Background: an optimization exercise with open tools, aiming at small area and few clock cycles per item. Do not read the settings as production practice.
Only simulation tests tie the RTL to the original design; equivalence was not proved.
No activity file was given, so power comes from the tool's default toggle rates.

### flow/design.v
`timescale 1ns / 1ps
`default_nettype none
package spq_pkg;
    localparam int PRIO_W           = 32;
    localparam int DATA_W           = 32;
    localparam int STATUS_W         = 2;
    localparam int OCC_W            = 5;
    localparam int DEFAULT_CAPACITY = 16;
    typedef enum logic [STATUS_W-1:0] {
        ST_OK    = 2'd0,
        ST_EMPTY = 2'd1,
        ST_FULL  = 2'd2
    } spq_status_t;
    typedef enum logic {
        KIND_ENQ = 1'b0,
        KIND_DEQ = 1'b1
    } spq_kind_t;
    typedef enum logic [1:0] {
        OP_HOLD,
        OP_ENQ,
        OP_DEQ
    } spq_op_t;
    typedef struct packed {
        spq_op_t                  op;
        logic signed [PRIO_W-1:0] prio;
        logic signed [DATA_W-1:0] value;
    } spq_cmd_t;
    typedef struct packed {
        logic                     valid;
        logic signed [PRIO_W-1:0] prio;
        logic signed [DATA_W-1:0] value;
    } spq_entry_t;
endpackage
`default_nettype wire
`timescale 1ns / 1ps
`default_nettype none
module spq_cell #(
    parameter int RANK_W   = 4,
    parameter bit WRITABLE = 1'b0
) (
    input  wire logic                               clk,
    input  wire logic                               rst_n,
    input  wire logic                               enq,         
    input  wire logic                               deq,         
    input  wire logic signed [spq_pkg::PRIO_W-1:0]  new_prio,
    input  wire logic        [spq_pkg::DATA_W-1:0]  new_value,
    input  wire logic        [RANK_W-1:0]           ins_rank,    
    input  wire logic                               wr,          
    input  wire logic signed [spq_pkg::PRIO_W-1:0]  in_prio,
    input  wire logic        [spq_pkg::DATA_W-1:0]  in_value,
    input  wire logic                               in_live,
    input  wire logic        [RANK_W-1:0]           in_rank,
    output logic signed [spq_pkg::PRIO_W-1:0]       out_prio,
    output logic        [spq_pkg::DATA_W-1:0]       out_value,
    output logic                                    out_live,
    output logic        [RANK_W-1:0]                out_rank,
    output logic                                    live,
    output logic                                    ahead,       
    output logic                                    freed,       
    output logic        [spq_pkg::DATA_W-1:0]       value
);
    logic signed [spq_pkg::PRIO_W-1:0]  prio_reg;
    logic        [spq_pkg::DATA_W-1:0]  value_reg;
    logic        [RANK_W-1:0]           rank_reg;
    logic                               live_reg;
    logic                               fresh_reg;   
    logic        [RANK_W-1:0]           rank;
    logic                               ge;
    logic                               take;
    assign rank  = fresh_reg ? ins_rank : rank_reg;
    assign live  = live_reg;
    assign ahead = live_reg && ge;
    assign value = value_reg;
    assign freed = !live_reg && (&rank_reg);
    always_comb
    begin
        logic [spq_pkg::PRIO_W-1:0] a, nb;
        a  = {~prio_reg[spq_pkg::PRIO_W-1], prio_reg[spq_pkg::PRIO_W-2:0]};
        nb = ~{~new_prio[spq_pkg::PRIO_W-1], new_prio[spq_pkg::PRIO_W-2:0]};
        ge = 1'b1;
        for (int k = 0; k < spq_pkg::PRIO_W; k++)
            ge = (a[k] & nb[k]) | (ge & (a[k] | nb[k]));
    end
    assign out_prio  = prio_reg;
    assign out_value = value_reg;
    assign out_live  = live_reg && !(deq && rank == '0);
    always_comb
    begin
        if (!live_reg)
            out_rank = deq ? '0 : rank_reg;
        else if (enq && !ge)
            out_rank = rank + 1'b1;
        else if (deq)
            out_rank = rank - 1'b1;
        else
            out_rank = rank;
    end
    assign take = WRITABLE && wr;
    always_ff @(posedge clk or negedge rst_n)
    begin
        if (!rst_n)
            live_reg <= 1'b0;
        else
            live_reg <= take || in_live;
    end
    always_ff @(posedge clk)
    begin
        fresh_reg <= take;
        rank_reg  <= in_rank;
        prio_reg  <= take ? new_prio : in_prio;
        value_reg <= take ? new_value : in_value;
    end
endmodule
`default_nettype wire
`timescale 1ns / 1ps
`default_nettype none
module spq_chain #(
    parameter int CAPACITY = spq_pkg::DEFAULT_CAPACITY
) (
    input  wire logic                               clk,
    input  wire logic                               rst_n,
    input  wire logic                               enq,
    input  wire logic                               deq,
    input  wire logic signed [spq_pkg::PRIO_W-1:0]  new_prio,
    input  wire logic        [spq_pkg::DATA_W-1:0]  new_value,
    output logic                                    can_write,   
    output logic             [spq_pkg::DATA_W-1:0]  freed_value
);
    localparam int RANK_W = $clog2(CAPACITY);
    logic [CAPACITY-1:0]                live;
    logic [CAPACITY-1:0]                ahead;
    logic [CAPACITY-1:0]                freed;
    logic [CAPACITY-1:0]                wr;
    logic [spq_pkg::DATA_W-1:0]         value [CAPACITY];
    logic [RANK_W-1:0]                  ins_rank;
    logic signed [spq_pkg::PRIO_W-1:0]  out_prio  [CAPACITY];
    logic        [spq_pkg::DATA_W-1:0]  out_value [CAPACITY];
    logic        [CAPACITY-1:0]         out_live;
    logic        [RANK_W-1:0]           out_rank  [CAPACITY];
    always_comb
    begin
        logic taken;
        taken = 1'b0;
        wr    = '0;
        for (int k = 1; k < CAPACITY; k += 2)
        begin
            wr[(k + 1) % CAPACITY] = enq && !live[k] && !taken;
            taken = taken || !live[k];
        end
        can_write = taken;
    end
    logic [CAPACITY-1:0]                ahead_reg;
    always_ff @(posedge clk)
    begin
        ahead_reg <= ahead;
    end
    always_comb
    begin
        ins_rank = '0;
        for (int k = 0; k < CAPACITY; k++)
            ins_rank = ins_rank + RANK_W'(ahead_reg[k]);
    end
    genvar i;
    generate
        for (i = 0; i < CAPACITY; i++)
        begin : g_cell
            localparam int P = (i + CAPACITY - 1) % CAPACITY;
            spq_cell #(
                .RANK_W   (RANK_W),
                .WRITABLE ((i % 2) == 0)
            ) u_cell (
                .clk       (clk),
                .rst_n     (rst_n),
                .enq       (enq),
                .deq       (deq),
                .new_prio  (new_prio),
                .new_value (new_value),
                .ins_rank  (ins_rank),
                .wr        (wr[i]),
                .in_prio   (out_prio[P]),
                .in_value  (out_value[P]),
                .in_live   (out_live[P]),
                .in_rank   (out_rank[P]),
                .out_prio  (out_prio[i]),
                .out_value (out_value[i]),
                .out_live  (out_live[i]),
                .out_rank  (out_rank[i]),
                .live      (live[i]),
                .ahead     (ahead[i]),
                .freed     (freed[i]),
                .value     (value[i])
            );
        end
    endgenerate
    always_comb
    begin
        freed_value = '0;
        for (int k = 0; k < CAPACITY; k++)
            freed_value = freed_value | (value[k] & {spq_pkg::DATA_W{freed[k]}});
    end
endmodule
`default_nettype wire
`timescale 1ns / 1ps
`default_nettype none
module stable_priority_queue #(
    parameter int CAPACITY = spq_pkg::DEFAULT_CAPACITY
) (
    input  wire logic                               clk,
    input  wire logic                               rst_n,
    input  wire logic                               req_valid,
    output logic                                    req_ready,
    input  wire logic                               req_kind,
    input  wire logic signed [spq_pkg::PRIO_W-1:0]  req_priority,
    input  wire logic signed [spq_pkg::DATA_W-1:0]  req_payload,
    output logic                                    rsp_valid,
    input  wire logic                               rsp_ready,
    output logic signed [spq_pkg::DATA_W-1:0]       rsp_value,
    output logic        [spq_pkg::STATUS_W-1:0]     rsp_status,
    output logic        [spq_pkg::OCC_W-1:0]        rsp_occupancy
);
    localparam int CNT_W = $clog2(CAPACITY + 1);
    logic [CNT_W-1:0]           count_reg;
    logic                       rsp_valid_reg;
    logic                       rsp_kind_reg;    
    logic                       rsp_fail_reg;    
    logic                       accept;
    logic                       is_full;
    logic                       is_empty;
    logic                       enq;
    logic                       deq;
    logic [spq_pkg::DATA_W-1:0] freed_value;
    logic                       can_write;
    assign req_ready = (!rsp_valid_reg || rsp_ready)
                    && (req_kind == spq_pkg::KIND_DEQ || is_full || can_write);
    assign accept    = req_valid && req_ready;
    assign is_full  = (count_reg == CNT_W'(CAPACITY));
    assign is_empty = (count_reg == '0);
    assign enq      = accept && (req_kind == spq_pkg::KIND_ENQ) && !is_full;
    assign deq      = accept && (req_kind == spq_pkg::KIND_DEQ) && !is_empty;
    spq_chain #(
        .CAPACITY (CAPACITY)
    ) u_chain (
        .clk        (clk),
        .rst_n      (rst_n),
        .enq        (enq),
        .deq        (deq),
        .new_prio   (req_priority),
        .new_value  (req_payload),
        .can_write   (can_write),
        .freed_value (freed_value)
    );
    always_ff @(posedge clk or negedge rst_n)
    begin
        if (!rst_n)
        begin
            count_reg     <= '0;
            rsp_valid_reg <= 1'b0;
        end
        else
        begin
            if (enq)
                count_reg <= count_reg + 1'b1;
            else if (deq)
                count_reg <= count_reg - 1'b1;
            if (accept)
                rsp_valid_reg <= 1'b1;
            else if (rsp_ready)
                rsp_valid_reg <= 1'b0;
        end
    end
    always_ff @(posedge clk)
    begin
        if (accept)
        begin
            rsp_kind_reg <= req_kind;
            rsp_fail_reg <= (req_kind == spq_pkg::KIND_ENQ) ? is_full : is_empty;
        end
    end
    assign rsp_valid     = rsp_valid_reg;
    assign rsp_value     = (rsp_kind_reg && !rsp_fail_reg) ? freed_value : '0;
    assign rsp_status    = !rsp_fail_reg ? spq_pkg::ST_OK
                         : rsp_kind_reg  ? spq_pkg::ST_EMPTY : spq_pkg::ST_FULL;
    assign rsp_occupancy = spq_pkg::OCC_W'(count_reg);
endmodule
`default_nettype wire
### flow/run.sh
#!/bin/bash
# synth_recipe.tcl (not shown) runs the flow's synth.tcl, then flattens the netlist and writes it again
# the make line also repeats each setting of config.mk as NAME=value (left out here)
make -C /OpenROAD-flow-scripts/flow DESIGN_CONFIG=/design/flow/config.mk WORK_HOME=/design/flow/orfs CLKGATE_MAP_FILE= SYNTH_SCRIPT=/design/flow/synth_recipe.tcl finish
### flow/config.mk
export PLATFORM = sky130hd
export DESIGN_NAME = stable_priority_queue
export DESIGN_NICKNAME = stable_priority_queue
export VERILOG_FILES = /design/flow/design.v
export SDC_FILE = /design/flow/constraint.sdc
export NUM_CORES = 4
export LEC_CHECK = 0
export CAP_MARGIN = 20
export CORE_MARGIN = 2
export CORE_UTILIZATION = 65
export CTS_CLUSTER_DIAMETER = 80
export CTS_CLUSTER_SIZE = 20
export PLACE_DENSITY = 0.75
export SLEW_MARGIN = 20
### flow/constraint.sdc
create_clock -name core_clock -period 5.0 [get_ports {clk}]
set_input_delay 1.0000 -clock core_clock [delete_from_list [all_inputs] [get_ports {clk}]]
set_output_delay 1.0000 -clock core_clock [all_outputs]
set_load 0.01 [all_outputs]
==> run notes, run 1 <==
# TYPE chip_impl_metric gauge
chip_impl_info{name="result_of_the_run",value="complete, no violations"} 1
chip_impl_metric{name="timing.max_slew.rel_slack",unit="%"} 39.1
chip_impl_metric{name="layout_area_overhead",unit="%"} 11.3
chip_impl_metric{name="crit_path_max_fanout",unit=""} 8
chip_impl_metric{name="drt_wl_total",unit="mm"} 127
chip_impl_metric{name="synth_seq_area_share",unit="%"} 50.9
chip_impl_metric{name="fp.dieW",unit="um"} 267
chip_impl_info{name="critical_path_class",value="reg -> reg"} 1
chip_impl_metric{name="gp_congestion",unit=""} 0.917
chip_impl_metric{name="routedWlPerCell",unit="um"} 23.3
chip_impl_info{name="most_common_cell_in_the_synthesized_netlist",value="sky130_fd_sc_hd__dfxtp_1"} 1
chip_impl_metric{name="detailed_place_hpwl",unit="mm"} 85.7
chip_impl_metric{name="clk_transition_reported_paths",unit="ns"} 0.09
chip_impl_metric{name="power_density",unit="nW/um2"} 611
chip_impl_metric{name="die_h",unit="um"} 267
chip_impl_metric{name="clkLatencyLatePin",unit="ns"} 0.66
chip_impl_metric{name="power.clock.fraction",unit="%"} 18.3
chip_impl_info{name="cts_tree",value="done"} 1
chip_impl_info{name="cp_endpoint_kind",value="register"} 1
chip_impl_metric{name="arrival",unit="ns"} 5.47
chip_impl_metric{name="min_period",unit="ns"} 4.88
chip_impl_info{name="crit_top_cell",value="sky130_fd_sc_hd__fa_1"} 1
chip_impl_metric{name="yosys_warnings",unit=""} 8
chip_impl_info{name="root_buffer",value="sky130_fd_sc_hd__clkbuf_16"} 1
chip_impl_metric{name="post_route_cells_drive_above_1_share",unit="%"} 16.0
chip_impl_metric{name="floorplan.initialDensity",unit="%"} 65.6
chip_impl_metric{name="cts_hold_buf",unit=""} 0
chip_impl_metric{name="syn_area",unit="um2"} 44900
chip_impl_metric{name="floorplan.core_area",unit="um2"} 68500
chip_impl_metric{name="cts_inserted_buffers",unit=""} 67
chip_impl_metric{name="first_global_vias",unit=""} 33500
chip_impl_metric{name="num-nets-final",unit=""} 4707
chip_impl_metric{name="io_buffers",unit=""} 109
chip_impl_metric{name="cts-root-to-sink-buffers",unit=""} 3
chip_impl_metric{name="total_switching_power",unit="mW"} 10.9
chip_impl_metric{name="synth_edf_count",unit=""} 2
chip_impl_metric{name="worst_ir_drop_vdd",unit="V"} 0.00186
chip_impl_info{name="worst_path_max_delay_cell",value="sky130_fd_sc_hd__fa_1"} 1
chip_impl_metric{name="maximum_number_of_pins_on_one_net_before_global_route_repair",unit=""} 86
chip_impl_info{name="synth_top_cells_by_area",value="sky130_fd_sc_hd__dfxtp_1 (50%), sky130_fd_sc_hd__mux2_2 (8.2%), sky130_fd_sc_hd__nand2_1 (4.0%)"} 1
chip_impl_metric{name="cts.sinks",unit=""} 1136
chip_impl_metric{name="detail-route-antenna-nets",unit=""} 0
chip_impl_info{name="ys_top_cells_by_count",value="sky130_fd_sc_hd__dfxtp_1 (1112), sky130_fd_sc_hd__nand2_1 (474), sky130_fd_sc_hd__mux2_2 (327)"} 1
chip_impl_info{name="synth.largest_area_cell",value="sky130_fd_sc_hd__dfxtp_1"} 1
chip_impl_metric{name="drt-initial-drc-count",unit=""} 3590
chip_impl_metric{name="yosys.area.top_type_share",unit="%"} 49.5
chip_impl_metric{name="cell_internal_power_dissipation",unit="mW"} 19.7
chip_impl_metric{name="max_cap_viol_count",unit=""} 0
chip_impl_metric{name="synthesis.nets",unit=""} 4600
chip_impl_info{name="hold_class",value="reg -> reg"} 1
chip_impl_metric{name="grt_first_pass_wirelength",unit="mm"} 195
chip_impl_info{name="synthFlopType",value="sky130_fd_sc_hd__dfxtp_1"} 1
chip_impl_metric{name="antenna_found_initial",unit=""} 6
chip_impl_metric{name="crit_path_max_incr_delay",unit="ns"} 0.58
chip_impl_metric{name="hold_viol_final",unit=""} 0
chip_impl_metric{name="ys_seq_elements",unit=""} 1136
chip_impl_metric{name="clock_tree.htree_level_count",unit=""} 3
chip_impl_metric{name="drc",unit=""} 0
chip_impl_info{name="worst_setup_path_start_kind",value="register"} 1
chip_impl_metric{name="asyncSetResetFlopFracSynth",unit="%"} 1.94
chip_impl_metric{name="worst_clock_skew",unit="ns"} 0.0244
chip_impl_metric{name="postSynthAreaPerCell",unit="um2"} 10.1
chip_impl_metric{name="power_frac_seq",unit="%"} 48.9
chip_impl_metric{name="core.rowCount",unit=""} 96
chip_impl_metric{name="yosys.cell_types.count",unit=""} 100
chip_impl_metric{name="total_power",unit="mW"} 30.6
chip_impl_metric{name="min_period_over_period",unit="%"} 97.6
chip_impl_metric{name="final_setup_tns",unit="ns"} 0
chip_impl_metric{name="pin_count",unit=""} 110
chip_impl_metric{name="detailroute.via_count",unit=""} 35100
chip_impl_metric{name="finalMaxSlewViolations",unit=""} 0
chip_impl_metric{name="global_route.usage.total",unit="%"} 35.2
chip_impl_metric{name="dieArea",unit="um2"} 71200
chip_impl_metric{name="cp_data_required_time",unit="ns"} 5.59
chip_impl_metric{name="number_of_standard_cells_after_synthesis",unit=""} 4456
chip_impl_metric{name="detailedRoute.firstPassIterationCount",unit=""} 6
chip_impl_metric{name="grt.overflow.total",unit=""} 0
chip_impl_metric{name="max_slew.worst_pin.slew",unit="ns"} 0.914
chip_impl_metric{name="finalSetupViolCount",unit=""} 0
chip_impl_metric{name="number_of_vias_per_cell",unit=""} 6.43
chip_impl_metric{name="leakagePower",unit="nW"} 19.6
chip_impl_info{name="critical_path.cell_chain",value="ha_4 > inv_2 > fa_1 > fa_1 > fa_1 > fa_1 > fa_2 > inv_2 > fa_1 > buf_12 > mux2i_4 > inv_2 > ha_4 > inv_2 > a211oi_2 > or4_1 > nand4_1"} 1
chip_impl_metric{name="max_freq",unit="MHz"} 205
chip_impl_metric{name="sw_frac_of_total",unit="%"} 35.6
chip_impl_metric{name="combinationalPowerShare",unit="%"} 32.8
-- final timing paths --
path / startpoint / endpoint / slack, ns / cells past startpoint
setup / recovery: u_chain.ahead_reg[0]$_DFF_P_ / u_chain.g_cell[13].u_cell.rank_reg[2]$_DFF_P_ / 0.12 / 17
hold / removal: u_chain.g_cell[8].u_cell.prio_reg[0]$_DFF_P_ / u_chain.g_cell[9].u_cell.prio_reg[0]$_DFF_P_ / 0.34 / 0
setup reg to reg: u_chain.ahead_reg[0]$_DFF_P_ / u_chain.g_cell[13].u_cell.rank_reg[2]$_DFF_P_ / 0.12 / 17
hold reg to reg: u_chain.g_cell[8].u_cell.prio_reg[0]$_DFF_P_ / u_chain.g_cell[9].u_cell.prio_reg[0]$_DFF_P_ / 0.34 / 0
max in group asynchronous: rst_n / count_reg[3]$_DFFE_PN0P_ / 3.97 / 2
min in group asynchronous: rst_n / u_chain.g_cell[8].u_cell.live_reg$_DFF_PN0_ / 0.74 / 2
-- layout by cell type, fill, tap and decap left out, types with 12 or more instances in the layout --
master                            synthesis  final
sky130_fd_sc_hd__a211oi_1                21     20
sky130_fd_sc_hd__a21o_1                  17     17
sky130_fd_sc_hd__a21oi_1                111    111
sky130_fd_sc_hd__a221oi_1               124    124
sky130_fd_sc_hd__a222oi_1                21     21
sky130_fd_sc_hd__a22o_1                 112    112
sky130_fd_sc_hd__a22oi_1                 97     96
sky130_fd_sc_hd__a31oi_1                 49     49
sky130_fd_sc_hd__a41oi_1                 18     17
sky130_fd_sc_hd__and3_1                  44     42
sky130_fd_sc_hd__buf_12                   0     18
sky130_fd_sc_hd__buf_4                    5    202
sky130_fd_sc_hd__clkbuf_16                0     69
sky130_fd_sc_hd__clkdlybuf4s50_1          0    109
sky130_fd_sc_hd__dfrtp_1                 22     22
sky130_fd_sc_hd__dfxtp_1               1112   1110
sky130_fd_sc_hd__ha_1                    64     61
sky130_fd_sc_hd__inv_1                  223    217
sky130_fd_sc_hd__inv_2                    6     14
sky130_fd_sc_hd__maj3_1                 165    165
sky130_fd_sc_hd__mux2_2                 327    327
sky130_fd_sc_hd__mux2i_1                 30     22
sky130_fd_sc_hd__nand2_1                474    474
sky130_fd_sc_hd__nand2b_1               104    103
sky130_fd_sc_hd__nand3_1                 60     60
sky130_fd_sc_hd__nand4_1                 19     19
sky130_fd_sc_hd__nor2_1                 132    123
sky130_fd_sc_hd__nor2b_1                102    102
sky130_fd_sc_hd__nor3_1                  28     26
sky130_fd_sc_hd__nor4_1                  18     15
sky130_fd_sc_hd__o2111ai_1               16     16
sky130_fd_sc_hd__o211ai_1                33     33
sky130_fd_sc_hd__o21ai_0                237    236
sky130_fd_sc_hd__o221ai_1                27     27
sky130_fd_sc_hd__o22ai_1                 73     73
sky130_fd_sc_hd__o31ai_1                 12     12
-- power by group through the flow --
| stage | clock [mW] | combinational [mW] | sequential [mW] |
|---|---|---|---|
| global route | 5.96 | 10.9 | 15.3 |
| detailed placement | 0 | 9.37 | 15.0 |
| floorplan | 0 | 6.31 | 14.1 |
| finish | 5.58 | 10.0 | 14.9 |
| CTS | 5.62 | 9.46 | 14.8 |
| global placement | 0 | 9.14 | 14.9 |
-- cell families after synthesis --
family	count (synthesis)	synth area share, %
buffers and inverters	536	4.66
adders and majority gates	249	6.17
and+or+nand+nor	1034	11.0
xor gates and xnor gates	13	0.253
muxes	357	8.86
DFF	1136	50.9
AOI/OAI and AO/OA	1131	18.2
-- per-layer routing --
layer,global-route usage [%],vias to the layer above,part of all wire (%)
met4,12.3,10,3.2
li1,-,16300,-
met1,49.9,17100,44
met3,5.63,269,7.7
met2,54.6,1465,45
met5,0,-,0.054
-- stage by stage --
step	hold slack (ns)	worst slack [ns]	cells	utilization, %	instance area [um2]
floorplan	0.323	0.0269	4456	-	44900
global placement	0.326	-0.0814	5374	70.0	47900
detailed placement	0.329	-0.0840	5374	70.0	47900
CTS	0.344	0.0298	5458	72.8	49800
global route	0.344	-0.0145	5461	73.1	50000
finish	0.340	0.118	5461	73.1	50000
-- final cells by class --
cell class,count,area (um2)
Sequential cell,1136,22900
Multi-Input combinational cell,2784,20300
Fill cell,5052,18400
Timing Repair Buffer,330,2980
Clock buffer,74,1750
Tap cell,882,1100
Inverter,244,920
Clock inverter,10,139
Antenna cell,1,2.50
-- critical path, delay by kind of cell, from the launching register on --
kind	cells	cell delay (ns)
adders and majority gates	8	3.24
and+or+nand+nor	2	0.64
buffers and inverters	5	0.41
DFF	1	0.34
muxes	1	0.16
AOI/OAI and AO/OA	1	0.04
-- repair_timing --
item / in CTS / in global routing
resized for setup: 1 / 37
pin swaps: 4 / 14
endpoints found under the setup margin: 9 / 16
endpoints found under the hold margin: 0 / 0
setup buffers: 0 / 2
Testbench counts, summed over its fixed seeds: cycles 24,810, items 24,000.
==> inputs of run 2 (changes only) <==
--- a/flow/design.v
+++ b/flow/design.v
@@ -37,5 +37,6 @@
 module spq_cell #(
     parameter int RANK_W   = 4,
-    parameter bit WRITABLE = 1'b0
+    parameter bit WRITABLE = 1'b0,
+    parameter bit INVERTED = 1'b0    
 ) (
     input  wire logic                               clk,
@@ -68,13 +69,17 @@
     logic                               ge;
     logic                               take;
+    logic signed [spq_pkg::PRIO_W-1:0]  prio;        
+    logic        [spq_pkg::DATA_W-1:0]  payload;
+    assign prio    = prio_reg ^ {spq_pkg::PRIO_W{INVERTED}};
+    assign payload = value_reg ^ {spq_pkg::DATA_W{INVERTED}};
     assign rank  = fresh_reg ? ins_rank : rank_reg;
     assign live  = live_reg;
     assign ahead = live_reg && ge;
-    assign value = value_reg;
+    assign value = payload;
     assign freed = !live_reg && (&rank_reg);
     always_comb
     begin
         logic [spq_pkg::PRIO_W-1:0] a, nb;
-        a  = {~prio_reg[spq_pkg::PRIO_W-1], prio_reg[spq_pkg::PRIO_W-2:0]};
+        a  = {~prio[spq_pkg::PRIO_W-1], prio[spq_pkg::PRIO_W-2:0]};
         nb = ~{~new_prio[spq_pkg::PRIO_W-1], new_prio[spq_pkg::PRIO_W-2:0]};
         ge = 1'b1;
@@ -82,17 +87,19 @@
             ge = (a[k] & nb[k]) | (ge & (a[k] | nb[k]));
     end
-    assign out_prio  = prio_reg;
-    assign out_value = value_reg;
+    assign out_prio  = prio;
+    assign out_value = payload;
     assign out_live  = live_reg && !(deq && rank == '0);
     always_comb
     begin
+        logic             step;
+        logic [RANK_W:0]  t;
+        step = (enq && !ge) || deq;
+        t[0] = step;
+        for (int k = 0; k < RANK_W; k++)
+            t[k + 1] = t[k] && (rank[k] ^ deq);
         if (!live_reg)
             out_rank = deq ? '0 : rank_reg;
-        else if (enq && !ge)
-            out_rank = rank + 1'b1;
-        else if (deq)
-            out_rank = rank - 1'b1;
         else
-            out_rank = rank;
+            out_rank = rank ^ t[RANK_W-1:0];
     end
     assign take = WRITABLE && wr;
@@ -108,6 +115,6 @@
         fresh_reg <= take;
         rank_reg  <= in_rank;
-        prio_reg  <= take ? new_prio : in_prio;
-        value_reg <= take ? new_value : in_value;
+        prio_reg  <= (take ? new_prio : in_prio) ^ {spq_pkg::PRIO_W{INVERTED}};
+        value_reg <= (take ? new_value : in_value) ^ {spq_pkg::DATA_W{INVERTED}};
     end
 endmodule
@@ -168,5 +175,6 @@
             spq_cell #(
                 .RANK_W   (RANK_W),
-                .WRITABLE ((i % 2) == 0)
+                .WRITABLE ((i % 2) == 0),
+                .INVERTED (((i / 2) % 2) == 1)
             ) u_cell (
                 .clk       (clk),
==> run notes, run 2 <==
# TYPE chip_impl_metric gauge
chip_impl_metric{name="clk_transition_reported_paths",unit="ns"} 0.09
chip_impl_metric{name="worst_ir_drop_vdd",unit="V"} 0.00105
chip_impl_metric{name="antenna_found_initial",unit=""} 1
chip_impl_info{name="layout.cells.most_common",value="sky130_fd_sc_hd__dfxtp_1"} 1
chip_impl_metric{name="max_freq",unit="MHz"} 205
chip_impl_info{name="result_of_the_run",value="complete, no violations"} 1
chip_impl_metric{name="asyncSetResetFlopFracSynth",unit="%"} 1.94
chip_impl_metric{name="cts_inserted_buffers",unit=""} 66
chip_impl_info{name="rsz0062_at_grt",value="true"} 1
chip_impl_metric{name="floorplan.core_area",unit="um2"} 65700
chip_impl_metric{name="final_core_area_utilization",unit="%"} 72.5
chip_impl_metric{name="routedWlPerCell",unit="um"} 22.7
chip_impl_metric{name="critical_path_buf_inv_count",unit=""} 4
chip_impl_metric{name="layout_area_overhead",unit="%"} 10.4
chip_impl_metric{name="yosys.cell_types.count",unit=""} 87
chip_impl_metric{name="detailed_place_hpwl",unit="mm"} 81.7
chip_impl_info{name="critical_path.cell_chain",value="ha_4 > inv_2 > fa_1 > fa_1 > fa_1 > fa_1 > fa_2 > inv_2 > fa_2 > buf_6 > buf_6 > mux2i_4 > or3_4 > or4b_1 > o2111ai_1"} 1
chip_impl_info{name="most_common_cell_in_the_synthesized_netlist",value="sky130_fd_sc_hd__dfxtp_1"} 1
chip_impl_metric{name="dieArea",unit="um2"} 68500
chip_impl_metric{name="first_global_vias",unit=""} 32200
chip_impl_metric{name="detailedRoute.firstPassIterationCount",unit=""} 8
chip_impl_metric{name="finalMaxSlewViolations",unit=""} 0
chip_impl_metric{name="detailroute.via_count",unit=""} 34800
chip_impl_info{name="final_cell_mix",value="sky130_fd_sc_hd__dfxtp_1 (1110), sky130_fd_sc_hd__nor2_1 (492), sky130_fd_sc_hd__a21oi_1 (388)"} 1
chip_impl_info{name="cts_tree",value="done"} 1
chip_impl_metric{name="core.rowCount",unit=""} 94
chip_impl_metric{name="worst-r2r-cell-count",unit=""} 15
chip_impl_metric{name="synth_edf_count",unit=""} 2
chip_impl_metric{name="drt-initial-drc-count",unit=""} 4299
chip_impl_metric{name="drt_wl_total",unit="mm"} 123
chip_impl_info{name="worst_path_max_delay_cell",value="sky130_fd_sc_hd__fa_1"} 1
chip_impl_metric{name="maximum_number_of_pins_on_one_net_before_global_route_repair",unit=""} 131
chip_impl_info{name="cp_endpoint_kind",value="register"} 1
chip_impl_metric{name="fp.dieW",unit="um"} 262
chip_impl_metric{name="die_h",unit="um"} 262
chip_impl_metric{name="min_period",unit="ns"} 4.89
chip_impl_metric{name="global_route.usage.total",unit="%"} 34.9
chip_impl_info{name="worst_hold_path.endpoint",value="u_chain.g_cell[11].u_cell.value_reg[1]$_DFF_P_"} 1
chip_impl_metric{name="cp_data_required_time",unit="ns"} 5.58
chip_impl_info{name="worst_setup_path_start_kind",value="register"} 1
chip_impl_metric{name="postSynthAreaPerCell",unit="um2"} 9.61
chip_impl_metric{name="number_of_vias_per_cell",unit=""} 6.45
chip_impl_metric{name="nFillCells",unit=""} 4914
chip_impl_metric{name="crit_path_max_fanout",unit=""} 3
chip_impl_info{name="crit-reg2reg-launch",value="u_chain.ahead_reg[1]$_DFF_P_"} 1
chip_impl_metric{name="number_of_standard_cells_after_synthesis",unit=""} 4493
chip_impl_metric{name="timing.max_slew.rel_slack",unit="%"} 18.9
chip_impl_metric{name="power_density",unit="nW/um2"} 704
chip_impl_metric{name="clkLatencyLatePin",unit="ns"} 0.66
chip_impl_metric{name="cts-root-to-sink-buffers",unit=""} 3
chip_impl_metric{name="ys_seq_elements",unit=""} 1136
chip_impl_metric{name="gp_congestion",unit=""} 0.945
chip_impl_metric{name="clock_tree.htree_level_count",unit=""} 3
chip_impl_metric{name="min_period_over_period",unit="%"} 97.7
chip_impl_metric{name="num-nets-final",unit=""} 4632
chip_impl_info{name="synthFlopType",value="sky130_fd_sc_hd__dfxtp_1"} 1
chip_impl_metric{name="max_cap_viol_count",unit=""} 0
chip_impl_metric{name="leakagePower",unit="nW"} 18.5
chip_impl_metric{name="grt_first_pass_wirelength",unit="mm"} 187
chip_impl_info{name="hold_start",value="u_chain.g_cell[10].u_cell.value_reg[1]$_DFF_P_"} 1
chip_impl_metric{name="synth_seq_area_share",unit="%"} 53.0
chip_impl_metric{name="dpl_cell_area",unit="um2"} 45600
chip_impl_metric{name="cts.sinks",unit=""} 1136
chip_impl_metric{name="timing.reg2reg.setup_slack",unit="ns"} 0.11
chip_impl_metric{name="hold_viol_final",unit=""} 0
chip_impl_metric{name="io_buffers",unit=""} 109
chip_impl_metric{name="crit_path_max_incr_delay",unit="ns"} 0.57
chip_impl_info{name="critical_path_class",value="reg -> reg"} 1
chip_impl_metric{name="worst_clock_skew",unit="ns"} 0.0225
chip_impl_info{name="crit_top_cell",value="sky130_fd_sc_hd__fa_1"} 1
chip_impl_metric{name="synthesis.nets",unit=""} 4605
chip_impl_info{name="critPathTopFamily",value="adder cells"} 1
chip_impl_info{name="root_buffer",value="sky130_fd_sc_hd__clkbuf_16"} 1
chip_impl_info{name="regToRegEndpoint",value="u_chain.g_cell[11].u_cell.rank_reg[2]$_DFF_P_"} 1
chip_impl_metric{name="detail-route-antenna-nets",unit=""} 0
chip_impl_metric{name="min_delay_path_depth",unit=""} 0
chip_impl_info{name="hold_class",value="reg -> reg"} 1
chip_impl_metric{name="arrival",unit="ns"} 5.46
chip_impl_metric{name="grt.overflow.total",unit=""} 0
chip_impl_metric{name="finalSetupViolCount",unit=""} 0
chip_impl_metric{name="final_cell_area",unit="um2"} 47700
chip_impl_metric{name="floorplan.initialDensity",unit="%"} 65.7
chip_impl_metric{name="post_route_cells_drive_above_1_share",unit="%"} 7.61
chip_impl_metric{name="instances_no_fill",unit=""} 5397
chip_impl_metric{name="max_slew.worst_pin.slew",unit="ns"} 1.21
chip_impl_metric{name="syn_area",unit="um2"} 43200
chip_impl_info{name="ys_top_cells_by_count",value="sky130_fd_sc_hd__dfxtp_1 (1112), sky130_fd_sc_hd__nor2_1 (507), sky130_fd_sc_hd__a21oi_1 (389)"} 1
chip_impl_metric{name="pin_count",unit=""} 110
chip_impl_metric{name="place_inst",unit=""} 5314
chip_impl_metric{name="cts_hold_buf",unit=""} 0
chip_impl_metric{name="yosys.area.top_type_share",unit="%"} 51.6
chip_impl_info{name="synth_top_cells_by_area",value="sky130_fd_sc_hd__dfxtp_1 (52%), sky130_fd_sc_hd__mux2i_1 (6.6%), sky130_fd_sc_hd__a21oi_1 (4.5%)"} 1
chip_impl_metric{name="yosys_warnings",unit=""} 10
chip_impl_metric{name="drc",unit=""} 0
chip_impl_info{name="synth.largest_area_cell",value="sky130_fd_sc_hd__dfxtp_1"} 1
-- run 2: changes by cell type in the layout (fill, tap and decap cells not counted), sizes merged, moves of 119 or more --
cell / previous run / this run
a21oi: 113 / 389
maj3: 174 / 55
nand2: 474 / 266
nor2: 134 / 508
mux2: 327 / 7
mux2i: 30 / 283
-- run 2: final cells by class --
class                      instances  area (um2)  share of cell area, %
multi-input combinational       2890       18700                   39.2
clock buffer                      73        1700                   3.57
inverter                         134         504                   1.06
sequential                      1136       22900                   48.0
timing repair buffer             292        2700                   5.67
clock inverter                     7         120                  0.252
antenna                            1        2.50                0.00525
tap                              864        1080                   2.27
-- run 2: kinds of logic after synthesis --
| family | synth area share, % |
|---|---|
| AOI/OAI and AO/OA | 20.1 |
| and+or+nand+nor | 12.1 |
| DFF | 53.0 |
| buffers and inverters | 4.39 |
| muxes | 6.74 |
| adders and majority gates | 2.72 |
| xor gates and xnor gates | 0.974 |
-- run 2: metrics by stage --
| stage | hold slack [ns] | setup WS, ns | power [mW] | TNS (ns) |
|---|---|---|---|---|
| final | 0.347 | 0.113 | 33.5 | 0 |
| after global routing | 0.353 | -0.0447 | 35.3 | -0.284 |
| after CTS | 0.349 | 0.0182 | 32.7 | 0 |
| after detailed placement | 0.331 | -0.103 | 27.2 | -0.341 |
| after global placement | 0.328 | -0.00867 | 26.9 | -0.00867 |
| after floorplan | 0.323 | 0.00366 | 22.5 | 0 |
-- run 2: worst reg2reg max path, cell delays in order (launching register included) --
cell and delay, ns:
sky130_fd_sc_hd__dfxtp_2 0.34, sky130_fd_sc_hd__ha_4 0.26, sky130_fd_sc_hd__inv_2 0.03, sky130_fd_sc_hd__fa_1 0.46, sky130_fd_sc_hd__fa_1 0.50, sky130_fd_sc_hd__fa_1 0.53, sky130_fd_sc_hd__fa_1 0.57, sky130_fd_sc_hd__fa_2 0.19
sky130_fd_sc_hd__inv_2 0.04, sky130_fd_sc_hd__fa_2 0.57, sky130_fd_sc_hd__buf_6 0.13, sky130_fd_sc_hd__buf_6 0.11, sky130_fd_sc_hd__mux2i_4 0.07, sky130_fd_sc_hd__or3_4 0.39, sky130_fd_sc_hd__or4b_1 0.52, sky130_fd_sc_hd__o2111ai_1 0.09
-- run 2: metal layers --
metal  vias up  part of all wire (%)  routed length, um  track usage (%)
met4         2                   3.7               4550             12.9
li1      16300                     -                  -                -
met5         -                 0.013                 16                0
met1     16700                    44              54300             50.1
met3       245                   8.2              10100             6.28
met2      1546                    44              53800             52.8
-- run 2: timing repair --
item,4_1_cts,5_1_grt
buffers inserted,0,2
pin swaps,4,18
setup endpoints to repair,8,17
gates resized for setup,2,40
-- run 2: worst max path at each step --
stage / startpoint / endpoint / depth (start not counted)
3_5_place_dp: u_chain.ahead_reg[1]$_DFF_P_ / u_chain.g_cell[9].u_cell.rank_reg[2]$_DFF_P_ / 16
4_1_cts: u_chain.ahead_reg[1]$_DFF_P_ / u_chain.g_cell[3].u_cell.rank_reg[3]$_DFF_P_ / 15
6_report: u_chain.ahead_reg[1]$_DFF_P_ / u_chain.g_cell[11].u_cell.rank_reg[2]$_DFF_P_ / 15
3_3_place_gp: u_chain.ahead_reg[0]$_DFF_P_ / u_chain.g_cell[3].u_cell.rank_reg[3]$_DFF_P_ / 15
5_1_grt: u_chain.ahead_reg[1]$_DFF_P_ / u_chain.g_cell[9].u_cell.rank_reg[2]$_DFF_P_ / 17
2_1_floorplan: u_chain.ahead_reg[0]$_DFF_P_ / u_chain.g_cell[1].u_cell.rank_reg[3]$_DFF_P_ / 18
-- run 2: power by group --
part | leakage [nW] | internal [mW] | switching [mW]
registers | 9.59 | 13.4 | 3.34
logic | 8.05 | 5.17 | 6.11
clock network | 0.889 | 2.46 | 3.02
total | 18.5 | 21.1 | 12.5
Testbench counts of run 2, summed over its fixed seeds: cycles 24,810, items 24,000.
==> inputs of run 3 (changes only) <==
==> flow/flow/run.sh (new file) <==
#!/bin/bash
# The standard layout (the standard.sh, unchanged synthesis and steps), except that
# the port buffers placed before global placement are the smallest buffer cell.
set -euo pipefail
export BUFFER_PORTS_ARGS="-buffer_cell sky130_fd_sc_hd__buf_1"
bash standard.sh finish > make_finish.log 2>&1
==> flow/standard.sh (new file) <==
#!/bin/bash
# synth_recipe.tcl (not shown) runs the flow's synth.tcl, then flattens the netlist and writes it again
# the make line also repeats each setting of config.mk as NAME=value (left out here)
make -C /OpenROAD-flow-scripts/flow DESIGN_CONFIG=/design/flow/config.mk WORK_HOME=/design/flow/orfs CLKGATE_MAP_FILE= SYNTH_SCRIPT=/design/flow/synth_recipe.tcl "${@:-finish}"
--- a/flow/config.mk
+++ b/flow/config.mk
@@ -9,6 +9,6 @@
 export CORE_MARGIN = 2
 export CORE_UTILIZATION = 65
-export CTS_CLUSTER_DIAMETER = 80
-export CTS_CLUSTER_SIZE = 20
+export CTS_CLUSTER_DIAMETER = 90
+export CTS_CLUSTER_SIZE = 25
 export PLACE_DENSITY = 0.75
 export SLEW_MARGIN = 20
removed: flow/run.sh
==> run notes, run 3 <==
# TYPE chip_impl_metric gauge
chip_impl_metric{name="cts-root-to-sink-buffers",unit=""} 3
chip_impl_info{name="synth.largest_area_cell",value="sky130_fd_sc_hd__dfxtp_1"} 1
chip_impl_metric{name="detailedRoute.firstPassIterationCount",unit=""} 16
chip_impl_metric{name="timing.hold.ws",unit="ns"} 0.343
chip_impl_metric{name="area_used_by_multi_input_combinational_logic",unit="um2"} 18600
chip_impl_metric{name="detailed_place_hpwl",unit="mm"} 81.9
chip_impl_metric{name="max_slew.worst_pin.slew",unit="ns"} 1.17
chip_impl_metric{name="total_power",unit="mW"} 32.3
chip_impl_info{name="ys_top_cells_by_count",value="sky130_fd_sc_hd__dfxtp_1 (1112), sky130_fd_sc_hd__nor2_1 (507), sky130_fd_sc_hd__a21oi_1 (389)"} 1
chip_impl_metric{name="yosys.cell_types.count",unit=""} 87
chip_impl_metric{name="max_cap_viol_count",unit=""} 0
chip_impl_info{name="root_buffer",value="sky130_fd_sc_hd__clkbuf_16"} 1
chip_impl_metric{name="clock_tree.htree_level_count",unit=""} 2
chip_impl_info{name="final_cell_mix",value="sky130_fd_sc_hd__dfxtp_1 (1110), sky130_fd_sc_hd__nor2_1 (493), sky130_fd_sc_hd__a21oi_1 (388)"} 1
chip_impl_metric{name="maximum_number_of_pins_on_one_net_before_global_route_repair",unit=""} 129
chip_impl_info{name="layout.cells.most_common",value="sky130_fd_sc_hd__dfxtp_1"} 1
chip_impl_metric{name="nFillCells",unit=""} 5115
chip_impl_metric{name="drt_wl_total",unit="mm"} 121
chip_impl_metric{name="post_route_cells_drive_above_1_share",unit="%"} 6.55
chip_impl_metric{name="grt_first_pass_wirelength",unit="mm"} 184
chip_impl_info{name="most_common_cell_in_the_synthesized_netlist",value="sky130_fd_sc_hd__dfxtp_1"} 1
chip_impl_metric{name="die_h",unit="um"} 262
chip_impl_metric{name="worst-r2r-cell-count",unit=""} 15
chip_impl_metric{name="cts.sinks",unit=""} 1136
chip_impl_metric{name="crit_path_max_fanout",unit=""} 5
chip_impl_metric{name="detail-route-antenna-nets",unit=""} 0
chip_impl_metric{name="worst_clock_skew",unit="ns"} 0.0376
chip_impl_metric{name="finalSetupViolCount",unit=""} 0
chip_impl_metric{name="ff_latch_area",unit="um2"} 22900
chip_impl_info{name="crit-reg2reg-launch",value="u_chain.ahead_reg[0]$_DFF_P_"} 1
chip_impl_metric{name="antenna_found_initial",unit=""} 3
chip_impl_metric{name="timing.final.ws_setup",unit="ns"} 0.142
chip_impl_metric{name="synth_seq_area_share",unit="%"} 53.0
chip_impl_metric{name="gp_congestion",unit=""} 0.923
chip_impl_metric{name="min_period",unit="ns"} 4.86
chip_impl_metric{name="ys_seq_elements",unit=""} 1136
chip_impl_metric{name="io_buffers",unit=""} 109
chip_impl_info{name="worst_setup_path_start_kind",value="register"} 1
chip_impl_metric{name="grt.overflow.total",unit=""} 0
chip_impl_metric{name="clk_transition_reported_paths",unit="ns"} 0.11
chip_impl_metric{name="yosys_warnings",unit=""} 10
chip_impl_metric{name="synth_edf_count",unit=""} 2
chip_impl_metric{name="power_density",unit="nW/um2"} 698
chip_impl_metric{name="syn_area",unit="um2"} 43200
chip_impl_metric{name="first_global_vias",unit=""} 31700
chip_impl_metric{name="final_setup_tns",unit="ns"} 0
chip_impl_metric{name="number_of_vias_per_cell",unit=""} 6.41
chip_impl_info{name="cp_endpoint_kind",value="register"} 1
chip_impl_metric{name="clkLatencyLatePin",unit="ns"} 0.68
chip_impl_metric{name="cp_data_required_time",unit="ns"} 5.57
chip_impl_metric{name="final_core_area_utilization",unit="%"} 70.3
chip_impl_metric{name="cts_inserted_buffers",unit=""} 51
chip_impl_metric{name="worst_ir_drop_vdd",unit="V"} 0.00120
chip_impl_metric{name="floorplan.initialDensity",unit="%"} 65.7
chip_impl_metric{name="detailroute.via_count",unit=""} 34300
chip_impl_metric{name="num-nets-final",unit=""} 4592
chip_impl_info{name="regToRegEndpoint",value="u_chain.g_cell[9].u_cell.rank_reg[2]$_DFF_P_"} 1
chip_impl_metric{name="synthesis.nets",unit=""} 4605
chip_impl_info{name="synth_top_cells_by_area",value="sky130_fd_sc_hd__dfxtp_1 (52%), sky130_fd_sc_hd__mux2i_1 (6.6%), sky130_fd_sc_hd__a21oi_1 (4.5%)"} 1
chip_impl_metric{name="core.rowCount",unit=""} 94
chip_impl_metric{name="floorplan.core_area",unit="um2"} 65700
chip_impl_metric{name="postSynthAreaPerCell",unit="um2"} 9.61
chip_impl_metric{name="leakagePower",unit="nW"} 17.9
chip_impl_metric{name="timing.reg2reg.setup_slack",unit="ns"} 0.14
chip_impl_info{name="cts_tree",value="done"} 1
chip_impl_info{name="hold_class",value="in -> async"} 1
chip_impl_metric{name="dieArea",unit="um2"} 68500
chip_impl_metric{name="number_of_standard_cells_after_synthesis",unit=""} 4493
chip_impl_metric{name="max_freq",unit="MHz"} 206
chip_impl_metric{name="hold_viol_final",unit=""} 0
chip_impl_metric{name="layout_area_overhead",unit="%"} 7.12
chip_impl_metric{name="global_route.usage.total",unit="%"} 34.3
chip_impl_info{name="grt-busiest-layer",value="met2"} 1
chip_impl_metric{name="yosys.area.top_type_share",unit="%"} 51.6
chip_impl_metric{name="timing.max_slew.rel_slack",unit="%"} 21.1
chip_impl_metric{name="fp.dieW",unit="um"} 262
chip_impl_info{name="critical_path_class",value="reg -> reg"} 1
chip_impl_info{name="synthFlopType",value="sky130_fd_sc_hd__dfxtp_1"} 1
chip_impl_metric{name="cts_hold_buf",unit=""} 0
chip_impl_metric{name="dp_slack",unit="ns"} -0.148
chip_impl_metric{name="drc",unit=""} 0
chip_impl_metric{name="groute.layer.met3.usage",unit="%"} 4.53
chip_impl_metric{name="finalMaxSlewViolations",unit=""} 0
chip_impl_metric{name="grt_util_met1",unit="%"} 50.3
chip_impl_metric{name="routedWlPerCell",unit="um"} 22.5
chip_impl_metric{name="min_period_over_period",unit="%"} 97.2
chip_impl_metric{name="arrival",unit="ns"} 5.43
chip_impl_metric{name="grt_use_met2",unit="%"} 52.8
chip_impl_metric{name="pin_count",unit=""} 110
chip_impl_metric{name="asyncSetResetFlopFracSynth",unit="%"} 1.94
chip_impl_info{name="result_of_the_run",value="complete, no violations"} 1
chip_impl_metric{name="drt-initial-drc-count",unit=""} 3593
run 3: changes by cell type in the layout (fill, tap and decap cells not counted), sizes merged:
cell and delta:
clkdlybuf4s50 -109, buf +81, clkbuf -10, inv -3
run 3: worst max path at each step:
stage	startpoint	slack, ns	to	cells past startpoint
global placement	u_chain.ahead_reg[0]$_DFF_P_	-0.08	u_chain.g_cell[3].u_cell.rank_reg[3]$_DFF_P_	15
global route	u_chain.ahead_reg[1]$_DFF_P_	-0.06	u_chain.g_cell[13].u_cell.rank_reg[3]$_DFF_P_	19
CTS	u_chain.ahead_reg[0]$_DFF_P_	0.004	u_chain.g_cell[3].u_cell.rank_reg[3]$_DFF_P_	15
finish	u_chain.ahead_reg[0]$_DFF_P_	0.14	u_chain.g_cell[9].u_cell.rank_reg[2]$_DFF_P_	15
detailed placement	u_chain.ahead_reg[0]$_DFF_P_	-0.15	u_chain.g_cell[3].u_cell.rank_reg[3]$_DFF_P_	15
floorplan	u_chain.ahead_reg[0]$_DFF_P_	0.004	u_chain.g_cell[1].u_cell.rank_reg[3]$_DFF_P_	18
run 3: timing repair:
item,CTS,global route
buffers inserted,1,1
pin swaps,3,12
gates resized for setup,6,15
endpoints found under the setup margin,8,16
run 3: critical path: stages (launching register included):
cell	delay [ns]
sky130_fd_sc_hd__dfxtp_2	0.35
sky130_fd_sc_hd__ha_4	0.25
sky130_fd_sc_hd__inv_2	0.03
sky130_fd_sc_hd__fa_1	0.45
sky130_fd_sc_hd__fa_1	0.54
sky130_fd_sc_hd__fa_1	0.45
sky130_fd_sc_hd__fa_1	0.58
sky130_fd_sc_hd__fa_2	0.21
sky130_fd_sc_hd__inv_2	0.05
sky130_fd_sc_hd__fa_2	0.55
sky130_fd_sc_hd__buf_6	0.11
sky130_fd_sc_hd__mux2i_1	0.08
sky130_fd_sc_hd__or3_4	0.37
sky130_fd_sc_hd__o21a_1	0.18
sky130_fd_sc_hd__o41ai_1	0.31
sky130_fd_sc_hd__a21bo_2	0.26
run 3: routing by layer:
layer  wire, um  part of all wire [%]
met4       3590                   3.0
met2      53400                    44
met3       9080                   7.5
met1      54600                    45
met5         30                 0.025
run 3: layout make-up:
cell class / instances / share of cell area (%)
Timing Repair Buffer: 267 / 3.85
Multi-Input combinational cell: 2890 / 40.2
Sequential cell: 1136 / 49.5
Clock inverter: 4 / 0.200
Antenna cell: 1 / 0.00541
Tap cell: 864 / 2.34
Clock buffer: 60 / 2.83
Inverter: 134 / 1.09
run 3: where the power goes:
part           switching [mW]  total, mW  internal (mW)
clock network            2.86       4.75           1.89
logic                    5.94       10.8           4.86
registers                3.30       16.7           13.4
total                    12.1       32.3           20.2
run 3: cells by family (layout without fill, tap and decap cells):
| group | count (synthesis) | in the layout | share of synthesized area, % |
|---|---|---|---|
| AO/OA/AOI/OAI | 1306 | 1306 | 20.1 |
| XOR/XNOR | 48 | 48 | 0.974 |
| adder cells (fa/ha/maj) | 98 | 98 | 2.72 |
| buffers and inverters | 467 | 465 | 4.39 |
| flip-flops | 1136 | 1136 | 53.0 |
| multiplexers | 290 | 290 | 6.74 |
| other | 0 | 1 | 0 |
| AND/OR/NAND/NOR | 1148 | 1148 | 12.1 |
run 3: through the flow:
| stage | std cells | area (um2) |
|---|---|---|
| after global placement | 5289 | 44700 |
| after CTS | 5354 | 46200 |
| after global routing | 5356 | 46200 |
| final | 5356 | 46200 |
| after detailed placement | 5289 | 44700 |
| after floorplan | 4493 | 43200 |
==> inputs of run 4 (changes only) <==
--- a/flow/design.v
+++ b/flow/design.v
@@ -51,8 +51,10 @@
     input  wire logic        [spq_pkg::DATA_W-1:0]  in_value,
     input  wire logic                               in_live,
+    input  wire logic                               in_keep,
     input  wire logic        [RANK_W-1:0]           in_rank,
     output logic signed [spq_pkg::PRIO_W-1:0]       out_prio,
     output logic        [spq_pkg::DATA_W-1:0]       out_value,
     output logic                                    out_live,
+    output logic                                    out_keep,    
     output logic        [RANK_W-1:0]                out_rank,
     output logic                                    live,
@@ -104,4 +106,5 @@
     end
     assign take = WRITABLE && wr;
+    assign out_keep = live_reg || (&rank_reg);
     always_ff @(posedge clk or negedge rst_n)
     begin
@@ -115,6 +118,16 @@
         fresh_reg <= take;
         rank_reg  <= in_rank;
-        prio_reg  <= (take ? new_prio : in_prio) ^ {spq_pkg::PRIO_W{INVERTED}};
-        value_reg <= (take ? new_value : in_value) ^ {spq_pkg::DATA_W{INVERTED}};
+        if (WRITABLE)
+        begin
+            prio_reg  <= ((new_prio & {spq_pkg::PRIO_W{take}}) | (in_prio & {spq_pkg::PRIO_W{in_keep && !take}}))
+                         ^ {spq_pkg::PRIO_W{INVERTED}};
+            value_reg <= ((new_value & {spq_pkg::DATA_W{take}}) | (in_value & {spq_pkg::DATA_W{in_keep && !take}}))
+                         ^ {spq_pkg::DATA_W{INVERTED}};
+        end
+        else
+        begin
+            prio_reg  <= in_prio ^ {spq_pkg::PRIO_W{INVERTED}};
+            value_reg <= in_value ^ {spq_pkg::DATA_W{INVERTED}};
+        end
     end
 endmodule
@@ -144,4 +157,5 @@
     logic        [spq_pkg::DATA_W-1:0]  out_value [CAPACITY];
     logic        [CAPACITY-1:0]         out_live;
+    logic        [CAPACITY-1:0]         out_keep;
     logic        [RANK_W-1:0]           out_rank  [CAPACITY];
     always_comb
@@ -189,8 +203,10 @@
                 .in_value  (out_value[P]),
                 .in_live   (out_live[P]),
+                .in_keep   (out_keep[P]),
                 .in_rank   (out_rank[P]),
                 .out_prio  (out_prio[i]),
                 .out_value (out_value[i]),
                 .out_live  (out_live[i]),
+                .out_keep  (out_keep[i]),
                 .out_rank  (out_rank[i]),
                 .live      (live[i]),
==> run notes, run 4 <==
# TYPE chip_impl_metric gauge
chip_impl_metric{name="syn_area",unit="um2"} 42800
chip_impl_metric{name="core.rowCount",unit=""} 94
chip_impl_metric{name="finalMaxSlewViolations",unit=""} 0
chip_impl_metric{name="sw_frac_of_total",unit="%"} 36.3
chip_impl_metric{name="leakagePower",unit="nW"} 16.3
chip_impl_metric{name="drt-initial-drc-count",unit=""} 4336
chip_impl_metric{name="cts-root-to-sink-buffers",unit=""} 3
chip_impl_metric{name="final_setup_tns",unit="ns"} 0
chip_impl_info{name="result_of_the_run",value="complete, no violations"} 1
chip_impl_metric{name="clkLatencyLatePin",unit="ns"} 0.69
chip_impl_metric{name="min_period_over_period",unit="%"} 95.9
chip_impl_metric{name="maximum_number_of_pins_on_one_net_before_global_route_repair",unit=""} 67
chip_impl_metric{name="number_of_vias_per_cell",unit=""} 6.71
chip_impl_metric{name="worst_clock_skew",unit="ns"} 0.0446
chip_impl_metric{name="yosys.cell_types.count",unit=""} 96
chip_impl_metric{name="grt_first_pass_wirelength",unit="mm"} 197
chip_impl_metric{name="pin_count",unit=""} 110
chip_impl_metric{name="detailedRoute.firstPassIterationCount",unit=""} 7
chip_impl_metric{name="final_core_area_utilization",unit="%"} 69.8
chip_impl_metric{name="num-nets-final",unit=""} 4546
chip_impl_info{name="synth.largest_area_cell",value="sky130_fd_sc_hd__dfxtp_1"} 1
chip_impl_metric{name="place_inst",unit=""} 5244
chip_impl_metric{name="floorplan.core_area",unit="um2"} 65500
chip_impl_metric{name="synthesis.nets",unit=""} 4587
chip_impl_info{name="worst_setup_path_start_kind",value="register"} 1
chip_impl_metric{name="max_slew.worst_pin.slew",unit="ns"} 1.12
chip_impl_metric{name="total_switching_power",unit="mW"} 8.61
chip_impl_info{name="regToRegEndpoint",value="u_chain.g_cell[5].u_cell.rank_reg[3]$_DFF_P_"} 1
chip_impl_metric{name="cell_internal_power_dissipation",unit="mW"} 15.1
chip_impl_info{name="worst_path_max_delay_cell",value="sky130_fd_sc_hd__fa_1"} 1
chip_impl_metric{name="layout_area_overhead",unit="%"} 6.92
chip_impl_metric{name="clk_transition_reported_paths",unit="ns"} 0.11
chip_impl_metric{name="timing.hold.ws",unit="ns"} 0.331
chip_impl_metric{name="combinationalPowerShare",unit="%"} 29.9
chip_impl_metric{name="post_route_cells_drive_above_1_share",unit="%"} 8.21
chip_impl_info{name="root_buffer",value="sky130_fd_sc_hd__clkbuf_16"} 1
chip_impl_info{name="synthFlopType",value="sky130_fd_sc_hd__dfxtp_1"} 1
chip_impl_metric{name="timing.reg2reg.setup_slack",unit="ns"} 0.21
chip_impl_metric{name="io_buffers",unit=""} 109
chip_impl_metric{name="arrival",unit="ns"} 5.33
chip_impl_metric{name="max_cap_viol_count",unit=""} 0
chip_impl_metric{name="cp_data_required_time",unit="ns"} 5.54
chip_impl_metric{name="drc",unit=""} 0
chip_impl_metric{name="crit_path_max_fanout",unit=""} 6
chip_impl_metric{name="cts_inserted_buffers",unit=""} 51
chip_impl_info{name="synth_top_cells_by_area",value="sky130_fd_sc_hd__dfxtp_1 (52%), sky130_fd_sc_hd__a22oi_1 (5.9%), sky130_fd_sc_hd__nand2_1 (4.5%)"} 1
chip_impl_metric{name="synth_edf_count",unit=""} 2
chip_impl_info{name="critical_path.cell_chain",value="ha_1 > inv_1 > fa_1 > fa_1 > fa_1 > fa_1 > fa_2 > inv_2 > fa_2 > buf_8 > mux2i_4 > nand3_1 > nor2_1 > a41oi_2 > xor2_1 > nand2_1 > o21ai_0"} 1
chip_impl_metric{name="drt_wl_total",unit="mm"} 130
chip_impl_metric{name="timing.max_slew.rel_slack",unit="%"} 25.0
chip_impl_metric{name="hold_viol_final",unit=""} 0
chip_impl_metric{name="yosys_warnings",unit=""} 10
chip_impl_metric{name="power_frac_seq",unit="%"} 49.8
chip_impl_info{name="most_common_cell_in_the_synthesized_netlist",value="sky130_fd_sc_hd__dfxtp_1"} 1
chip_impl_metric{name="timing.final.ws_setup",unit="ns"} 0.206
chip_impl_metric{name="finalSetupViolCount",unit=""} 0
chip_impl_metric{name="min_period",unit="ns"} 4.79
chip_impl_info{name="critical_path_class",value="reg -> reg"} 1
chip_impl_metric{name="worst_ir_drop_vdd",unit="V"} 0.000778
chip_impl_metric{name="detailed_place_hpwl",unit="mm"} 82.7
chip_impl_metric{name="antenna_found_initial",unit=""} 7
chip_impl_metric{name="clock_tree.htree_level_count",unit=""} 2
chip_impl_metric{name="asyncSetResetFlopFracSynth",unit="%"} 1.94
chip_impl_metric{name="synth_seq_area_share",unit="%"} 53.5
chip_impl_metric{name="global_route.usage.total",unit="%"} 37.2
chip_impl_metric{name="cts.sinks",unit=""} 1136
chip_impl_metric{name="number_of_standard_cells_after_synthesis",unit=""} 4475
chip_impl_metric{name="floorplan.initialDensity",unit="%"} 65.3
chip_impl_metric{name="detailroute.via_count",unit=""} 35600
chip_impl_metric{name="yosys.area.top_type_share",unit="%"} 52.0
chip_impl_info{name="rsz0062_at_grt",value="false"} 1
chip_impl_metric{name="power.clock.fraction",unit="%"} 20.3
chip_impl_metric{name="postSynthAreaPerCell",unit="um2"} 9.56
chip_impl_info{name="layout.cells.most_common",value="sky130_fd_sc_hd__dfxtp_1"} 1
chip_impl_metric{name="critical_path_buf_inv_count",unit=""} 3
chip_impl_info{name="cp_endpoint_kind",value="register"} 1
chip_impl_info{name="crit-reg2reg-launch",value="u_chain.ahead_reg[0]$_DFF_P_"} 1
chip_impl_metric{name="crit_path_max_incr_delay",unit="ns"} 0.56
chip_impl_metric{name="grt.overflow.total",unit=""} 0
chip_impl_metric{name="fp.dieW",unit="um"} 261
chip_impl_metric{name="ys_seq_elements",unit=""} 1136
chip_impl_info{name="hold_class",value="in -> async"} 1
chip_impl_metric{name="worst-r2r-cell-count",unit=""} 17
chip_impl_metric{name="die_h",unit="um"} 261
chip_impl_metric{name="dieArea",unit="um2"} 67900
chip_impl_metric{name="detail-route-antenna-nets",unit=""} 0
chip_impl_metric{name="routedWlPerCell",unit="um"} 24.4
chip_impl_info{name="critPathTopFamily",value="adder cells"} 1
chip_impl_metric{name="first_global_vias",unit=""} 32900
chip_impl_metric{name="instances_no_fill",unit=""} 5311
chip_impl_info{name="cts_tree",value="done"} 1
chip_impl_metric{name="power_density",unit="nW/um2"} 518
chip_impl_info{name="crit_top_cell",value="sky130_fd_sc_hd__fa_1"} 1
chip_impl_metric{name="max_freq",unit="MHz"} 209
chip_impl_metric{name="dp_slack",unit="ns"} 0.0143
chip_impl_metric{name="gp_congestion",unit=""} 0.914
chip_impl_info{name="ys_top_cells_by_count",value="sky130_fd_sc_hd__dfxtp_1 (1112), sky130_fd_sc_hd__nand2_1 (510), sky130_fd_sc_hd__o21ai_0 (368)"} 1
chip_impl_info{name="final_cell_mix",value="sky130_fd_sc_hd__dfxtp_1 (1112), sky130_fd_sc_hd__nand2_1 (510), sky130_fd_sc_hd__o21ai_0 (367)"} 1
-- run 4: cell types whose count changed after synthesis, moves of 214 or more --
cell,before,now
sky130_fd_sc_hd__o21ai_0,154,368
sky130_fd_sc_hd__nor2_1,507,259
sky130_fd_sc_hd__nand2_1,266,510
sky130_fd_sc_hd__a21oi_1,389,112
sky130_fd_sc_hd__mux2i_1,283,41
sky130_fd_sc_hd__a22oi_1,65,335
-- run 4: per-stage QoR --
step                      instance area, um2  total power, mW
final                                  45700             23.7
after global routing                   45700             24.7
after CTS                              45600             23.2
after detailed placement               44200             18.5
after global placement                 44200             18.3
after floorplan                        42800             15.6
-- run 4: layer usage --
metal	share of wire, %	global-route usage [%]
met1	43	53.8
met5	0.034	0
met2	44	56.4
met4	3.3	13.7
met3	9.9	6.10
-- run 4: kinds of logic after synthesis --
logic type / after synthesis / synth area share [%]
buffers and inverters: 481 / 4.81
adders and majority gates: 109 / 3.01
and+or+nand+nor: 1110 / 11.7
xor gates and xnor gates: 52 / 1.06
DFF: 1136 / 53.5
AOI/OAI and AO/OA: 1542 / 24.9
muxes: 45 / 1.06
-- run 4: layout make-up --
class	count	area (um2)
Sequential cell	1136	22900
Fill cell	5190	19800
Clock inverter	7	121
Clock buffer	56	1290
Inverter	123	467
Antenna cell	3	7.51
Tap cell	864	1080
Timing Repair Buffer	264	1760
Multi-Input combinational cell	2858	18100
-- run 4: power groups by stage --
| stage | Combinational [mW] | Clock, mW | Sequential, mW |
|---|---|---|---|
| after floorplan | 4.24 | 0 | 11.4 |
| after global placement | 6.42 | 0 | 11.9 |
| after detailed placement | 6.56 | 0 | 11.9 |
| after CTS | 6.64 | 4.81 | 11.7 |
| after global routing | 7.60 | 5.12 | 11.9 |
| final | 7.10 | 4.81 | 11.8 |
-- run 4: how the worst max path moves through the flow --
stage | endpoint | startpoint | cells after the start
floorplan | u_chain.g_cell[15].u_cell.rank_reg[3]$_DFF_P_ | u_chain.ahead_reg[0]$_DFF_P_ | 16
CTS | u_chain.g_cell[7].u_cell.rank_reg[2]$_DFF_P_ | u_chain.ahead_reg[0]$_DFF_P_ | 16
finish | u_chain.g_cell[5].u_cell.rank_reg[3]$_DFF_P_ | u_chain.ahead_reg[0]$_DFF_P_ | 17
global placement | u_chain.g_cell[15].u_cell.rank_reg[2]$_DFF_P_ | u_chain.ahead_reg[0]$_DFF_P_ | 15
global route | u_chain.g_cell[11].u_cell.rank_reg[3]$_DFF_P_ | u_chain.ahead_reg[0]$_DFF_P_ | 15
detailed placement | u_chain.g_cell[7].u_cell.rank_reg[2]$_DFF_P_ | u_chain.ahead_reg[0]$_DFF_P_ | 16
-- run 4: repair_timing --
action | in CTS | in global routing
setup buffers | 0 | 1
endpoints found under the setup margin | 3 | 18
pin swaps | 0 | 8
hold buffers | 0 | 0
gates resized for setup | 3 | 17
Testbench counts of run 4, summed over its fixed seeds: cycles 24,810, items 24,000.

re-timing with driven ports:
The flow's constraints put no driver on any port. The routed layouts listed below were extracted and timed again, unchanged, in two steps.
Step 1 assumes that a clkbuf_16 drives the clock port and a buf_2 every other input.
Step 2 times the ports against the registers' clock, not the clock port: input delays grow and output delays shrink by t, the midpoint of the rising clock arrivals with the driver on.
a / b / c = no drivers / after step 1 / after step 2; a / b = the first two.
| run | t (ns) | setup WS [ns] | hold slack, ns | worst register clock-pin slew, ns |
|---|---|---|---|---|
| run 1 | 0.716 | 0.118 / 0.118 / -0.196 | 0.340 / 0.340 / 0.340 | 0.09 / 0.09 |
| run 2 | 0.716 | 0.113 / 0.069 / 0.025 | 0.347 / 0.347 / 0.347 | 0.09 / 0.09 |
| run 3 | 0.729 | 0.142 / 0.142 / 0.142 | 0.343 / 0.299 / 0.343 | 0.11 / 0.11 |
| run 4 | 0.738 | 0.206 / 0.206 / 0.122 | 0.331 / 0.286 / 0.331 | 0.11 / 0.11 |
With both steps, setup timing fails in run 1, where it was met with ideal ports. The setup slack of run 1, which loses most, moves by 0.000 ns with the drivers and by -0.314 ns with both steps.
